Source: an optimization exercise on an open RTL-to-GDS flow (aim: small area). Production flows keep margins and buffers that such runs may drop. Only simulation tests tie the RTL to the original design; equivalence was not proved. Power is estimated from default activity; no workload was simulated. No driver is modelled on the clock port, so clocking that relies on it looks cheaper here than on a real chip.

===== flow/design.v =====
package Instruction_pkg;
   typedef enum logic [4:0] {
      X0,  X1,  X2,  X3,  X4,  X5,  X6,  X7,
      X8,  X9,  X10, X11, X12, X13, X14, X15,
      X16, X17, X18, X19, X20, X21, X22, X23,
      X24, X25, X26, X27, X28, X29, X30, X31
   } i_register_e;
endpackage
package Modules_pkg;
   typedef logic [31:0] data_bus_t;
   localparam int DATA_W     = 32;
   localparam int NUM_REGS   = 32;
   localparam int REG_ADDR_W = 5;
endpackage
module mgt01_rf_oai22 (
   input  logic a1, a2, b1, b2,
   output logic y
);
   assign y = ~((a1 | a2) & (b1 | b2));
endmodule
module mgt01_rf_nor2 (
   input  logic a, b,
   output logic y
);
   assign y = ~(a | b);
endmodule
module mgt01_rf_nand4 (
   input  logic a, b, c, d,
   output logic y
);
   assign y = ~(a & b & c & d);
endmodule
module mgt01_rf_xor2 (
   input  logic a, b,
   output logic y
);
   assign y = a ^ b;
endmodule
module mgt01_rf_nand2 (
   input  logic a, b,
   output logic y
);
   assign y = ~(a & b);
endmodule
module mgt01_rf_nand3 (
   input  logic a, b, c,
   output logic y
);
   assign y = ~(a & b & c);
endmodule
module mgt01_rf_and2 (
   input  logic a, b,
   output logic y
);
   assign y = a & b;
endmodule
module mgt01_regfile_read_port
#(
   parameter int DATA_W   = 32,
   parameter int NUM_REGS = 32
) (
   input  logic                       rst_i,
   input  logic                       we_i,
   input  logic                       phase_i,
   input  logic [4:0]                 raddr_i,
   input  logic [4:0]                 waddr_i,
   input  logic [NUM_REGS-1:1]        wsel_n_i,
   input  logic [DATA_W-1:0]          wbus_i,
   input  logic [NUM_REGS*DATA_W-1:0] regs_flat_i,
   output logic [DATA_W-1:0]          rdata_o
);
   logic                fwd_hit;
   logic                flip;
   logic [3:0]          lo_dec;
   logic [7:0]          hi_dec;
   logic [NUM_REGS-1:0] desel [2];
   assign fwd_hit = we_i && !rst_i && (waddr_i == raddr_i) && (raddr_i != 5'd0);
   assign flip    = phase_i || (raddr_i == 5'd0);
   always_comb begin
      for (int i = 0; i < 4; i++) lo_dec[i] = (raddr_i[1:0] == 2'(i));
      for (int i = 0; i < 8; i++) hi_dec[i] = (raddr_i[4:2] == 3'(i));
   end
   for (genvar h = 0; h < 2; h++) begin : g_half
      assign desel[h][0] = !fwd_hit;
      for (genvar i = 1; i < NUM_REGS; i++) begin : g_desel
         mgt01_rf_nand3 u_desel (
            .a (lo_dec[i%4]), .b (hi_dec[i/4]), .c (wsel_n_i[i]),
            .y (desel[h][i])
         );
      end
   end
   for (genvar b = 0; b < DATA_W; b++) begin : g_bit
      logic [NUM_REGS-1:0]    val;
      logic [NUM_REGS/2-1:0]  pair_n;
      logic [NUM_REGS/4-1:0]  quad;
      logic [NUM_REGS/16-1:0] half_n;
      logic                   all;
      assign val[0] = wbus_i[b];
      for (genvar i = 1; i < NUM_REGS; i++) begin : g_val
         assign val[i] = regs_flat_i[i*DATA_W + b];
      end
      for (genvar p = 0; p < NUM_REGS/2; p++) begin : g_pair
         mgt01_rf_oai22 u_oai (
            .a1 (val[2*p]),   .a2 (desel[b/16][2*p]),
            .b1 (val[2*p+1]), .b2 (desel[b/16][2*p+1]),
            .y  (pair_n[p])
         );
      end
      for (genvar q = 0; q < NUM_REGS/4; q++) begin : g_quad
         mgt01_rf_nor2 u_nor (
            .a (pair_n[2*q]), .b (pair_n[2*q+1]),
            .y (quad[q])
         );
      end
      for (genvar h = 0; h < NUM_REGS/16; h++) begin : g_half
         mgt01_rf_nand4 u_nand (
            .a (quad[4*h]),   .b (quad[4*h+1]),
            .c (quad[4*h+2]), .d (quad[4*h+3]),
            .y (half_n[h])
         );
      end
      mgt01_rf_nor2 u_nor_all (
         .a (half_n[0]), .b (half_n[1]),
         .y (all)
      );
      mgt01_rf_xor2 u_xor (
         .a (all), .b (flip),
         .y (rdata_o[b])
      );
   end
endmodule
module mgt01_int_regfile
#(
   parameter int DATA_W      = Modules_pkg::DATA_W,
   parameter int NUM_REGS    = Modules_pkg::NUM_REGS
) (
   input  logic              clk_i,
   input  logic              rst_i,
   input  logic              we_i,
   input  logic [4:0]        r1_iaddr_i,
   input  logic [4:0]        r2_iaddr_i,
   input  logic [4:0]        w_iaddr_i,
   input  logic [DATA_W-1:0] wr_idata_i,
   output logic [DATA_W-1:0] r1_idata_o,
   output logic [DATA_W-1:0] r2_idata_o
);
   logic [NUM_REGS-1:1][DATA_W-1:0] regs;
   logic [NUM_REGS-1:1][DATA_W-1:0] regs_d;
   logic [NUM_REGS*DATA_W-1:0]      regs_flat;
   logic [NUM_REGS-1:1]             wsel_n;
   logic [NUM_REGS-1:1]             wen;
   logic [NUM_REGS-1:1]             hold;
   logic [3:0]                      wlo_dec;
   logic [7:0]                      whi_dec;
   logic                            rst_n;
   logic [DATA_W-1:0]               wbus;
   logic                            phase;
   always_ff @(posedge clk_i) begin
      if (rst_i) phase <= 1'b0;
      else       phase <= !phase;
   end
   assign wbus = rst_i ? {DATA_W{1'b1}} : (wr_idata_i ^ {DATA_W{phase}});
   assign rst_n = !rst_i;
   always_comb begin
      for (int i = 0; i < 4; i++) wlo_dec[i] = we_i && rst_n && (w_iaddr_i[1:0] == 2'(i));
      for (int i = 0; i < 8; i++) whi_dec[i] = (w_iaddr_i[4:2] == 3'(i));
   end
   for (genvar i = 1; i < NUM_REGS; i++) begin : g_wdec
      mgt01_rf_nand2 u_wsel (.a (wlo_dec[i%4]), .b (whi_dec[i/4]), .y (wsel_n[i]));
      mgt01_rf_nand2 u_wen  (.a (rst_n),        .b (wsel_n[i]),    .y (wen[i]));
      mgt01_rf_and2  u_hold (.a (rst_n),        .b (wsel_n[i]),    .y (hold[i]));
   end
   for (genvar i = 1; i < NUM_REGS; i++) begin : g_reg
      for (genvar b = 0; b < DATA_W; b++) begin : g_bit
         mgt01_rf_oai22 u_oai (
            .a1 (regs[i][b]), .a2 (wen[i]),
            .b1 (wbus[b]),    .b2 (hold[i]),
            .y  (regs_d[i][b])
         );
      end
   end
   always_ff @(posedge clk_i) begin
      regs <= regs_d;
   end
   always_comb begin
      regs_flat = '0;
      for (int i = 1; i < NUM_REGS; i++) begin
         regs_flat[i*DATA_W +: DATA_W] = regs[i];
      end
   end
   mgt01_regfile_read_port #(
      .DATA_W   (DATA_W),
      .NUM_REGS (NUM_REGS)
   ) u_rd1 (
      .rst_i       (rst_i),
      .we_i        (we_i),
      .phase_i     (phase),
      .raddr_i     (r1_iaddr_i),
      .waddr_i     (w_iaddr_i),
      .wsel_n_i    (wsel_n),
      .wbus_i      (wbus),
      .regs_flat_i (regs_flat),
      .rdata_o     (r1_idata_o)
   );
   mgt01_regfile_read_port #(
      .DATA_W   (DATA_W),
      .NUM_REGS (NUM_REGS)
   ) u_rd2 (
      .rst_i       (rst_i),
      .we_i        (we_i),
      .phase_i     (phase),
      .raddr_i     (r2_iaddr_i),
      .waddr_i     (w_iaddr_i),
      .wsel_n_i    (wsel_n),
      .wbus_i      (wbus),
      .regs_flat_i (regs_flat),
      .rdata_o     (r2_idata_o)
   );
endmodule

===== flow/flow/run.sh =====
#!/bin/bash
# The standard ORFS flow (the standard.sh), with these changes to how the
# layout is made:
#  - synthesis is run first, unchanged;
#  - after synthesis, the largest buffers (buf_6 and up) are added to the
#    don't-use list, so repair_design drives the wide select nets with
#    several small buffers instead of a few very large ones;
#  - ports are buffered with buf_2 instead of the delay cell buffer_ports picks
#    by default;
#  - clock tree: clkbuf_16 only, larger sink clusters, no dummy loads.
# ORFS writes each step's log under orfs/logs; make's output goes to
# flow_synth.log and flow_make.log here.
set -euo pipefail
PLATFORM_DONT_USE=$(sed -n '/DONT_USE_CELLS += /,/^#/p' "$FLOW_HOME/platforms/sky130hd/config.mk" \
  | grep -o 'sky130_fd_sc_hd__[a-z0-9_]*' | tr '\n' ' ')
bash standard.sh synth > flow_synth.log 2>&1
bash standard.sh \
  "DONT_USE_CELLS=$PLATFORM_DONT_USE sky130_fd_sc_hd__buf_6 sky130_fd_sc_hd__buf_8 sky130_fd_sc_hd__buf_12 sky130_fd_sc_hd__buf_16 sky130_fd_sc_hd__bufbuf_8 sky130_fd_sc_hd__bufbuf_16" \
  "BUFFER_PORTS_ARGS=-buffer_cell sky130_fd_sc_hd__buf_2" \
  "CTS_ARGS=-sink_clustering_enable -repair_clock_nets -dont_use_dummy_load -buf_list sky130_fd_sc_hd__clkbuf_16 -sink_clustering_size 30 -sink_clustering_max_diameter 80" \
  finish > flow_make.log 2>&1

===== flow/standard.sh =====
#!/bin/bash
# synth_recipe.tcl (not shown) runs the flow's synth.tcl, then flattens the netlist and writes it again
# the make line also repeats each setting of config.mk as NAME=value (left out here)
make -C /OpenROAD-flow-scripts/flow DESIGN_CONFIG=/design/flow/config.mk WORK_HOME=/design/flow/orfs CLKGATE_MAP_FILE= SYNTH_SCRIPT=/design/flow/synth_recipe.tcl "${@:-finish}"

===== flow/config.mk =====
export PLATFORM = sky130hd
export DESIGN_NAME = mgt01_int_regfile
export DESIGN_NICKNAME = mgt01_int_regfile
export VERILOG_FILES = /design/flow/design.v
export SDC_FILE = /design/flow/constraint.sdc
export NUM_CORES = 4
export LEC_CHECK = 0
export CAP_MARGIN = 20
export CORE_MARGIN = 2
export CORE_UTILIZATION = 60
export SETUP_SLACK_MARGIN = 0.3
export SLEW_MARGIN = 20
export SYNTH_HIERARCHICAL = 1

===== flow/constraint.sdc =====
create_clock -name core_clock -period 6.0 [get_ports {clk_i}]
set_input_delay 1.2000 -clock core_clock [delete_from_list [all_inputs] [get_ports {clk_i}]]
set_output_delay 1.2000 -clock core_clock [all_outputs]
set_load 0.01 [all_outputs]

==> impl_metrics.yaml, run 1 <==
critical_path:
  cp_max_fo: 16
  slowest_stage: "nand3_1"
  crit_path_end_kind: "output port"
  max_stage_delay_ns: 0.77
  timing.rr.end: "regs[961]"
  reg2reg_slack_ns: 2.98
  cp.required_ns: 4.80
  crit_type: "input port to output port"
  arrival_ns: 4.46
  cpMostUsedCell: "buf_2"
  r2r-start: "phase"
  reg2reg_depth: 5
  path_cells: "buf_2, nor4b_1, buf_2, nand2_1, nand3_1, o22ai_1, nor2_1, nand4_1, nor2_1, xor2_1, buf_2"
  worstSetupStartpointType: "input port"
finish:
  multi_input_area_um2: 18100
  area_growth_pct: 9.96
  layout-drive-gt1-share: 0.0743
  fin_cells: 5357
  final_nets: 4561
  seq_area_um2: 19900
  fillerInstances: 5375
synthesis:
  syn_area_per_cell_um2: 9.20
  syn-cell-area_um2: 38000
  syn_inst: 4132
  syn_nets: 4182
  yosys_warnings: 10
cts:
  root_buffer: "clkbuf_16"
  clk_path_buf_depth: 3
  cts_sinks: 993
  clk_pin_slew_ns: 0.07
  cts_made_buffers: 42
  clock_latency_ns: 0.66
  htree_levels: 2
  cts_tree: "done"
  cts_hold_buf: 0
sta:
  hold_slack_ns: 0.471
  drv_slew: 0
  relSlewSlack: 0.161
  fin_tns_setup_ns: 0
  setup_viol: 0
  fmax_mhz: 177
  min_period_ns: 5.66
  skew_ns: 0.0679
  fin_ws_ns: 0.337
  finalHoldViolCount: 0
  tightest_slew_ns: 1.26
  rsz0062_at_grt: "no"
  fin_crit_sh: 0.944
drt:
  drt_first_pass_iters: 9
  drt_iter0_markers: 7896
  wl_met2_mm: 66.8
  wl_met3_mm: 27.8
  drcViolationCount: 0
  routedWlPerCell_um: 30.5
  drt-met1-wl_mm: 60.8
  dr.max_layer_used: "met5"
  ant_nets: 0
  vias: 42100
  viasPerCell: 7.87
  wl_mm: 163
floorplan:
  ios: 114
  die_x_um: 256
  dieHeight_um: 256
  core_um2: 62900
  die_area_um2: 65400
  initial_utilization: 0.605
  rows: 92
pwr:
  p_per_area_nw_per_um2: 331
  leakagePower_nw: 15.3
  ir_drop_uv: 309
global_route:
  grt_max_degree: 72
  globalRouteOverflowTotal: 0
  grt_antenna_before_repair: 3
  track_usage: 0.470
  grt_pass1_vias: 37300
  grt_pass1_wl_mm: 238
placed_design:
  gp_congestion: 1.09
  dp_slack_ns: 0.489
  port-buffer-count: 113
  dp_cells: 5312
  dpl.hpwl_mm: 108
outcome:
  status: "no timing/DRC/antenna violations"
job:
  maxCapViolCount: 0
min_path:
  min_from: "regs[917]"
  min_path_type: "flip-flop to flip-flop"
  hold_depth: 1
  hold_end: "regs[917]"
==> per-layer routing <==
metal | vias to the layer above | GRT usage
met3 | 626 | 0.184
met2 | 3668 | 0.677
met4 | 10 | 0.161
met5 | - | 0.0417
met1 | 20000 | 0.639
li1 | 17800 | -
==> worst max-delay path: cells and delay by family <==
family          cells  cell delay (ns)
simple gates        6             2.18
buf+inv             3             0.65
compound gates      1             0.22
xor+xnor            1             0.20
==> state kept, by name, indices dropped and copies added, names as in the netlist <==
| signal | count |
|---|---|
| phase | 1 |
| regs | 992 |
==> cell type report <==
| type | count | share of cell area |
|---|---|---|
| flip-flops and latches | 993 | 0.476 |
| multi-input cells | 3125 | 0.432 |
| repair buffers | 348 | 0.0416 |
| well taps | 846 | 0.0253 |
| clock buffers | 42 | 0.0251 |
| diodes | 2 | 0.000120 |
| inverters | 1 | 0.0000898 |
==> how the worst max path moves through the flow <==
stage                              from              to  slack (ns)  depth (start not counted)
final                             rst_i   r2_idata_o[7]        0.34                         11
after CTS                 r1_iaddr_i[4]   r1_idata_o[9]        0.49                          9
after floorplan           r1_iaddr_i[4]   r1_idata_o[0]        1.55                          5
after detailed placement  r1_iaddr_i[4]   r1_idata_o[9]        0.49                          9
after global placement    r1_iaddr_i[4]   r1_idata_o[1]        0.61                          9
after global routing       w_iaddr_i[3]  r1_idata_o[15]        0.35                         10
==> repair_timing <==
action | CTS | global route
endpoints found under the setup margin | 0 | 1
setup buffers | 0 | 0
resized for setup | 0 | 1
==> power breakdown <==
group	switching (mW)	leakage, nW	total [mW]	internal (mW)
sequential	0.672	8.36	8.10	7.43
clock	2.08	0.518	3.34	1.27
combinational	1.55	6.38	2.39	0.842
==> per-stage QoR <==
| step | power (mW) | cell area, µm² | utilization |
|---|---|---|---|
| 2_1_floorplan | 9.44 | 38000 | - |
| 3_3_place_gp | 10.4 | 40700 | 0.648 |
| 3_5_place_dp | 10.5 | 40700 | 0.648 |
| 4_1_cts | 13.6 | 41800 | 0.665 |
| 5_1_grt | 14.2 | 41800 | 0.665 |
| 6_report | 13.8 | 41800 | 0.665 |
==> cells in the final DEF (no fill, tap or decap), drive strengths merged, types with 4 or more instances in the layout <==
cell type and instances:
o22ai 2016, dfxtp 993, nor2 582, buf 348, nand4 128, nand3 126, nand2 99, xor2 74
clkbuf 42, and2 33, xnor2 32, nor3b 11, and3b 6, nor2b 4
==> run 2: changes to the inputs <==
--- a/flow/config.mk
+++ b/flow/config.mk
@@ -8,6 +8,6 @@
 export CAP_MARGIN = 20
 export CORE_MARGIN = 2
-export CORE_UTILIZATION = 60
-export SETUP_SLACK_MARGIN = 0.3
+export CORE_UTILIZATION = 65
+export SETUP_SLACK_MARGIN = 0.45
 export SLEW_MARGIN = 20
 export SYNTH_HIERARCHICAL = 1
==> run 2 against run 1 <==
  * Final cell count decreased by 2.0%
  * Worst setup slack got worse by 0.11 ns
  * Total power decreased by 1.1%
  * Global-route usage decreased by 0.90 points
  * Wire length decreased by 10%
  * Sequential share of layout area increased by 0.40 points
  * Sequential power about the same
  * Critical endpoint is now r2_idata_o[13]
==> impl_metrics.yaml, run 2 <==
outcome:
  status: "no timing/DRC/antenna violations"
drt:
  routedWlPerCell_um: 27.9
  drt_iter0_markers: 7529
  viasPerCell: 7.87
  vias: 41300
  ant_nets: 0
  drt_first_pass_iters: 10
  wl_mm: 146
  drcViolationCount: 0
  drt-met1-wl_mm: 54.7
  dr.max_layer_used: "met5"
  wl_met2_mm: 61.3
  wl_met3_mm: 25.4
placed_design:
  dpl.hpwl_mm: 102
  port-buffer-count: 113
  dp_slack_ns: 0.657
  gp_congestion: 1.07
cts:
  cts_made_buffers: 41
  htree_levels: 2
  clk_pin_slew_ns: 0.08
  cts_hold_buf: 0
  cts_sinks: 993
  cts_tree: "done"
  clock_latency_ns: 0.65
  cts_resized: 0
  root_buffer: "clkbuf_16"
  clk_path_buf_depth: 3
  cts_setup_buffers: 0
global_route:
  grt_pass1_wl_mm: 219
  track_usage: 0.461
  grt_pass1_vias: 36600
  grt_max_degree: 70
  grt_antenna_before_repair: 0
  globalRouteOverflowTotal: 0
pwr:
  p_per_area_nw_per_um2: 330
  p_seq_frac: 0.591
  clkPwrFrac: 0.239
  p_comb_frac: 0.170
  p_sw_frac: 0.305
  switching_power_mw: 4.18
  leakagePower_nw: 15.1
  internal_power_mw: 9.50
  ir_drop_uv: 356
critical_path:
  path_cells: "buf_2, and2_1, nand3_1, o22ai_1, nor2_1, nand4_1, nor2_1, xor2_1, buf_2"
  slowest_stage: "and2_1"
  worstSetupStartpointType: "input port"
  arrival_ns: 4.57
  crit_type: "input port to output port"
  cp_max_fo: 16
  crit_path_end_kind: "output port"
  reg2reg_slack_ns: 2.81
  max_stage_delay_ns: 0.86
  path_buf_inv: 2
  crit_family: "simple AND/OR/NAND/NOR gates"
  cp.required_ns: 4.80
finish:
  fillerInstances: 4670
  largest_register_ffs: 992
  biggestRegsByFlops: "regs x992, phase x1"
  antennaDiodeCount: 0
  regMostFlops: "regs"
  final_nets: 4538
  area_growth_pct: 9.04
  final_cell_mix: "o22ai_1, dfxtp_1, nor2_1"
  layout-drive-gt1-share: 0.0646
  final_common_cell: "o22ai_1"
synthesis:
  syn_area_per_cell_um2: 9.20
  syn_nets: 4182
  syn_inst: 4132
  yosys_warnings: 10
  syn-cell-area_um2: 38000
floorplan:
  die_x_um: 246
  die_area_um2: 60400
  rows: 88
  initial_utilization: 0.658
  dieHeight_um: 246
  core_um2: 57800
  ios: 114
sta:
  rsz0062_at_grt: "yes"
  fin_crit_sh: 0.962
  skew_ns: 0.0416
  fin_tns_setup_ns: 0
  finalHoldViolCount: 0
  tightest_slew_ns: 1.14
  min_period_ns: 5.77
  drv_slew: 0
  relSlewSlack: 0.237
  fmax_mhz: 173
  fin_ws_ns: 0.227
  hold_slack_ns: 0.473
  setup_viol: 0
job:
  maxCapViolCount: 0
min_path:
  min_path_type: "flip-flop to flip-flop"
-- run 2: cell count changes in the layout (fill, tap and decap cells not counted), moves of 2 or more --
cell / previous run / this run
nand2_2: 11 / 8
nor2b_2: 4 / 2
nand2_1: 88 / 91
diode_2: 2 / 0
buf_2: 215 / 200
nand3_2: 0 / 2
clkbuf_2: 0 / 8
buf_4: 44 / 13
nor2b_1: 0 / 2
and2_1: 28 / 31
nand3_1: 126 / 124
and2_2: 5 / 2
buf_1: 89 / 105
-- run 2: worst register-to-register path: cells and delay by family (launching register included) --
kind,cells,cell delay (ns)
and+or+nand+nor,1,0.53
DFF,1,0.90
AOI/OAI and AO/OA,1,0.14
buffers and inverters,3,1.32
xor gates and xnor gates,1,0.14
-- run 2: power by group through the flow --
stage / Sequential (mW) / Clock (mW) / Combinational (mW)
after floorplan: 8.04 / 0 / 1.40
after global placement: 8.18 / 0 / 2.13
after detailed placement: 8.20 / 0 / 2.19
after CTS: 8.06 / 3.24 / 2.19
after global routing: 8.19 / 3.46 / 2.41
final: 8.09 / 3.27 / 2.32
-- run 2: stage by stage --
step / power, mW / utilization / instance area (µm²) / instances
after floorplan: 9.44 / - / 38000 / 4132
after global placement: 10.3 / 0.698 / 40300 / 5205
after detailed placement: 10.4 / 0.699 / 40400 / 5209
after CTS: 13.5 / 0.716 / 41400 / 5250
after global routing: 14.1 / 0.717 / 41500 / 5251
final: 13.7 / 0.717 / 41500 / 5251
-- run 2: layer usage --
layer | GRT usage | vias to the layer above
met4 | 0.120 | 4
li1 | - | 17800
met3 | 0.172 | 476
met1 | 0.635 | 19500
met2 | 0.681 | 3531
met5 | 0 | -
-- run 2: final timing paths --
kind / startpoint / endpoint / cells past startpoint
setup reg to reg: phase / regs[197] / 6
setup / recovery: r2_iaddr_i[1] / r2_idata_o[13] / 9
hold / removal: regs[913] / regs[913] / 1
hold reg to reg: regs[913] / regs[913] / 1
-- run 2: final cells by class --
class / count / area, µm² / share of cell area
repair buffers: 326 / 1530 / 0.0370
clock buffers: 41 / 1030 / 0.0247
flip-flops and latches: 993 / 19900 / 0.480
multi-input cells: 3125 / 18100 / 0.436
well taps: 765 / 957 / 0.0231
inverters: 1 / 3.75 / 0.0000905
==> run 3: changes to the inputs <==
--- a/flow/config.mk
+++ b/flow/config.mk
@@ -8,5 +8,5 @@
 export CAP_MARGIN = 20
 export CORE_MARGIN = 2
-export CORE_UTILIZATION = 65
+export CORE_UTILIZATION = 68
 export SETUP_SLACK_MARGIN = 0.45
 export SLEW_MARGIN = 20
==> run 3 against run 2 <==
  * Sequential share of layout area barely moved
  * Hold slack improved by 0.0044 ns
  * Clock power fell by 3%
  * Register-to-register slack improved by 0.02 ns
  * Largest cell class unchanged
  * Cell area barely moved
  * Synthesized cell count did not move
  * Critical path depth rose by 1
  * Sequential cell count did not move
  * Clock skew rose by 0.0087 ns
  * Non-clock buffer count fell by 18
  * Worst setup slack got worse by 0.010 ns
==> impl_metrics.yaml, run 3 <==
pwr:
  leakagePower_nw: 15.1
  p_per_area_nw_per_um2: 329
  ir_drop_uv: 342
finish:
  final_common_cell: "o22ai_1"
  layout-drive-gt1-share: 0.0676
  regMostFlops: "regs"
  area_growth_pct: 9.01
  final_cell_mix: "o22ai_1, dfxtp_1, nor2_1"
  fin_cells: 5215
  largest_register_ffs: 992
  biggestRegsByFlops: "regs x992, phase x1"
  postLayoutCellArea_um2: 41400
  final_nets: 4518
drt:
  vias: 42100
  drcViolationCount: 0
  drt_first_pass_iters: 10
  drt_iter0_markers: 8470
  viasPerCell: 8.07
  wl_mm: 151
  ant_nets: 0
  routedWlPerCell_um: 28.9
global_route:
  track_usage: 0.498
  use_met2: 0.729
  grt_antenna_before_repair: 1
  grt.busiest_layer: "met2"
  grt_pass1_vias: 36700
  globalRouteOverflowTotal: 0
  grt_max_degree: 69
  grt_pass1_wl_mm: 223
  met1_usage: 0.676
  grt_use_met3: 0.183
sta:
  skew_ns: 0.0503
  fmax_mhz: 173
  setup_viol: 0
  finalHoldViolCount: 0
  drv_slew: 0
  rsz0062_at_grt: "yes"
  fin_crit_sh: 0.964
  min_period_ns: 5.78
  relSlewSlack: 0.218
  fin_tns_setup_ns: 0
  tightest_slew_ns: 1.17
critical_path:
  crit_type: "input port to output port"
  reg2reg_slack_ns: 2.83
  reg2reg_depth: 4
  worstSetupStartpointType: "input port"
  cp_max_fo: 16
  timing.rr.end: "regs[817]"
  crit_path_end_kind: "output port"
  arrival_ns: 4.58
  r2r-start: "phase"
  cp.required_ns: 4.80
job:
  maxCapViolCount: 0
synthesis:
  syn_inst: 4132
  syn-cell-area_um2: 38000
  yosys_warnings: 10
  syn_nets: 4182
  syn_area_per_cell_um2: 9.20
cts:
  htree_levels: 2
  clock_latency_ns: 0.64
  cts_tree: "done"
  cts_sinks: 993
  root_buffer: "clkbuf_16"
  clk_path_buf_depth: 3
  cts_made_buffers: 39
  cts_setup_buffers: 0
  clk_pin_slew_ns: 0.10
floorplan:
  die_x_um: 240
  dieHeight_um: 240
  initial_utilization: 0.689
  core_um2: 55200
  ios: 114
  die_area_um2: 57800
  rows: 86
min_path:
  hold_depth: 1
  min_path_type: "flip-flop to flip-flop"
  min_from: "regs[459]"
  hold_end: "regs[459]"
placed_design:
  gp_congestion: 1.05
  dpl.hpwl_mm: 103
  dp_cells: 5174
  port-buffer-count: 113
  place_area_um2: 40300
outcome:
  status: "no timing/DRC/antenna violations"
run 3: final cells by class:
cell class              count  area (µm²)
flip-flops and latches    993       19900
repair buffers            308        1450
fillers                  4272       13800
diodes                      1        2.50
clock buffers              39         976
multi-input cells        3125       18200
well taps                 748         936
inverters                   1        3.75
run 3: what timing repair did:
action,4_1_cts,5_1_grt
hold buffers,0,0
setup endpoints to repair,1,64
gates resized for setup,1,35
run 3: worst max path at each step:
stage	from	endpoint	cells past startpoint
6_report	r1_iaddr_i[1]	r1_idata_o[26]	10
2_1_floorplan	r1_iaddr_i[4]	r1_idata_o[0]	5
3_5_place_dp	rst_i	r2_idata_o[29]	12
5_1_grt	rst_i	r1_idata_o[0]	11
4_1_cts	w_iaddr_i[0]	r2_idata_o[29]	12
3_3_place_gp	rst_i	r2_idata_o[29]	12
run 3: report_power, final:
part           internal [mW]  switching [mW]  total [mW]
Clock                   1.18            2.00        3.18
Combinational          0.837            1.52        2.36
Sequential              7.43           0.667        8.09
Total                   9.45            4.19        13.6
run 3: routing by layer:
metal | share of wire | vias up
met5 | 0.0014 | -
met1 | 0.36 | 19700
met3 | 0.18 | 712
li1 | - | 17700
met2 | 0.41 | 3954
met4 | 0.049 | 6
run 3: worst max-delay path, cell delays in order:
cell and delay, ns:
buf_2 0.14, nor2_1 0.55, buf_2 0.56, nand3_1 0.76, o22ai_1 0.42, nor2_1 0.06
nand4_1 0.30, nor2_1 0.12, xor2_1 0.28, buf_2 0.20
run 3: through the flow:
| stage | power (mW) | worst slack (ns) | hold slack [ns] | utilization |
|---|---|---|---|---|
| floorplan | 9.44 | 1.55 | 0.445 | - |
| global placement | 10.3 | 0.468 | 0.453 | 0.729 |
| detailed placement | 10.4 | 0.449 | 0.461 | 0.730 |
| CTS | 13.4 | 0.455 | 0.475 | 0.748 |
| global route | 14.0 | 0.316 | 0.491 | 0.751 |
| finish | 13.6 | 0.217 | 0.478 | 0.751 |

## afterwards: timing with drivers on the ports
Ports are ideal in the flow. The routed layouts listed here were re-timed in OpenROAD. Step 1, drivers: a clkbuf_16 drives clk_i and a buf_2 each remaining input, both assumed. Step 2, shift: input delay + t, output delay - t, t = (earliest + latest rising clock arrival at the registers) / 2. This alone moves slack from input paths to output paths. Slacks: ideal ports / drivers / drivers and shift; pairs: ideal ports / drivers.
run | shift t [ns] | setup slack, ns | hold WS [ns] | latest minus earliest clock arrival (ns) | worst register clock-pin slew, ns
run 1 | 0.692 | 0.337 / 0.316 / 0.316 | 0.471 / 0.471 / 0.471 | 0.070 / 0.070 | 0.12 / 0.12
run 2 | 0.685 | 0.227 / 0.205 / 0.205 | 0.473 / 0.473 / 0.473 | 0.051 / 0.052 | 0.12 / 0.12
run 3 | 0.683 | 0.217 / 0.199 / 0.199 | 0.478 / 0.478 / 0.478 | 0.053 / 0.053 | 0.12 / 0.12
After both steps every run listed still meets setup and hold. For run 2, which loses most, drivers alone change the setup slack by -0.022 ns; drivers and shift together by -0.022 ns.
